Context: an optimization exercise on an open-source flow, tuned for small area, a short achievable clock period and few clock cycles per item. The choices shown serve that exercise and are no tape-out recipe. At most, simulation tests tie the RTL to the original design; equivalence was not proved.

job 105:
## fc_layer_top
module fc_layer_top #(
    parameter int ICH_B       = 4,
    parameter int OCH_B       = 2,
    parameter int OCH_T       = 4,
    parameter int SCALE_SHIFT = 8,
    parameter int RELU        = 1
) (
    input  logic                      clk,
    input  logic                      areset,
    input  logic                      i_run,
    output logic                      o_idle,
    output logic                      o_run,
    output logic                      o_done,
    output logic                      o_en_err,
    output fc_ctrl_pkg::in_addr_t     o_in_addr,
    output logic                      o_in_ce,
    input  fc_data_pkg::act_t         i_in_q,
    output fc_ctrl_pkg::w_addr_t      o_w_addr,
    output logic                      o_w_ce,
    input  fc_data_pkg::weight_word_t i_w_q,
    output fc_ctrl_pkg::och_idx_t     o_b_addr,
    output logic                      o_b_ce,
    input  fc_data_pkg::bias_t        i_b_q,
    output fc_ctrl_pkg::och_idx_t     o_out_addr,
    output logic                      o_out_ce,
    output fc_data_pkg::act_t         o_out_d
);
For scale: roughly 1,300 cells after synthesis, ~260 flip-flops, ~110 I/O pins.
clock: 13.0 ns
lec_check: 0
cap_margin: 20
core_margin: 2
core_utilization: 40
place_density: 0.6
slew_margin: 20
run.sh (not shown) runs the stock make flow with config.mk's settings and CLKGATE_MAP_FILE= SYNTH_SCRIPT=/design/flow/synth_recipe.tcl, a recipe that flattens the netlist after the stock synthesis.
#### Input delta (job 103 over job 105)
--- a/flow/design.v
+++ b/flow/design.v
@@ -59,69 +59,68 @@
     always_ff @(posedge clk) begin
         if (areset) begin
             r_run  <= 1'b0;
             r_run_o <= 1'b0;
             r_idle <= 1'b1;
             r_done <= 1'b0;
             r_err  <= 1'b0;
         end else begin
             r_err  <= r_err | (i_run & r_run);
             r_done <= fin;
             r_run  <= start | (r_run & !fin);
-            r_run_o <= start | (r_run & !fin);
+            r_run_o <= (!r_run_o && i_run) | (r_run_o & !fin);
             r_idle <= !(start | (r_run & !fin));
         end
     end
     always_ff @(posedge clk) begin
         c <= r_run ? c + 6'd1 : 6'd0;
     end
     assign o_run    = r_run_o;
     assign o_idle   = r_idle;
     assign o_done   = r_done;
     assign o_en_err = r_err;
     logic [6:0] kw, ko;          
     logic       r_in_ce;
     logic [3:0] r_in_addr;       
     logic       r_w_ce;
     logic [4:0] r_w_addr;
     logic       r_b_ce;
-    logic [2:0] r_b_addr;
     logic       r_out_ce;
     logic [2:0] r_out_addr;
     assign kw = {1'b0, c} - 7'd2;
     assign ko = {1'b0, c} - 7'd6;
     always_ff @(posedge clk) begin
         if (areset) begin
             r_in_ce  <= 1'b0;
+            r_in_addr <= 4'd0;
             r_w_ce   <= 1'b0;
             r_b_ce   <= 1'b0;
             r_out_ce <= 1'b0;
         end else begin
             r_in_ce  <= start | (r_run && (c < 6'd31));
+            r_in_addr <= r_run ? r_in_addr + 4'd1 : 4'd0;
             r_w_ce   <= r_run && (kw < 7'd32);
             r_b_ce   <= r_run && (kw < 7'd32) && (kw[3:2] == 2'd0);
             r_out_ce <= r_run && (ko < 7'd32) && (ko[3:2] == 2'd3);
         end
     end
     always_ff @(posedge clk) begin
-        r_in_addr  <= r_run ? c[3:0] + 4'd1 : 4'd0;
         r_w_addr   <= {kw[4], kw[1:0], kw[3:2]};
-        r_b_addr   <= {kw[4], kw[1:0]};
         r_out_addr <= {ko[4], ko[1:0]};
     end
     assign o_in_ce    = r_in_ce;
     assign o_in_addr  = {6'd0, r_in_addr};
     assign o_w_ce     = r_w_ce;
     assign o_w_addr   = {7'd0, r_w_addr};
     assign o_b_ce     = r_b_ce;
-    assign o_b_addr   = {5'd0, r_b_addr};
+    assign o_b_addr   = {5'd0, r_w_addr[4:2]};     
     assign o_out_ce   = r_out_ce;
     assign o_out_addr = {5'd0, r_out_addr};
     logic [7:0] sr1, sr2, sr3;
     logic [7:0] act [0:3];
     always_ff @(posedge clk) begin
         sr3 <= i_in_q;
         sr2 <= sr3;
         sr1 <= sr2;
         if (c[1:0] == 2'd0) begin
             act[0] <= sr1;
             act[1] <= sr2;
Findings:
Job 103: flow completed, timing, DRC and antenna clean. The run showing the smaller die area is job 105. Job 103 vs. job 105: post-placement cell count went up by about 0.9%. Number of global-route vias before repair grows by a few percent when moving from job 105 to job 103. Comparing job 103 with job 105, the global-route usage came out essentially unchanged. Diff job 105 -> job 103 | design area | increase of about 1.6%. In the metrics for job 103 and job 105, the one carrying the lower area fraction in and, or, nand and nor cells after synthesis is job 103. On worst hold slack across all endpoints, job 103 and job 105 are neck and neck. Per the comparison of job 103 with job 105, via count ~0 delta, wire length reported by the detailed router went up 1.7%.
Testbench counts of job 103, summed over its fixed seeds: cycles 20,480, runs 512.
Function not checked in job 105: the RTL went through the layout flow alone.

-- static timing again, ports no longer ideal --
How much do the figures lean on ideal ports? The routed layouts below were timed once more, with nothing changed but the port constraints. Step 1 (the two cells are an assumption about what drives the block):
set clk [get_ports {clk}]
set_driving_cell -lib_cell sky130_fd_sc_hd__clkbuf_16 $clk
set_driving_cell -lib_cell sky130_fd_sc_hd__buf_2 [delete_from_list [all_inputs] $clk]
Step 2 moves the port delays by t, midway between the first and last clock arrival at a register: inputs arrive t later, outputs are due t later. That takes back most of the time a late clock gives input paths. Three values: no drivers, after step 1, after step 2; two values: the first two.
run | t (ns) | slack for setup (ns) | worst slew at a driven data input, ns
job 105 | 0.582 | 8.612 / 8.562 / 8.495 | 0.06
job 103 | 0.589 | 8.937 / 8.887 / 8.469 | 0.09
After both steps setup and hold are still met in every run listed. For job 103, which loses most, drivers alone change the setup slack by -0.050 ns; drivers and shift together by -0.468 ns.
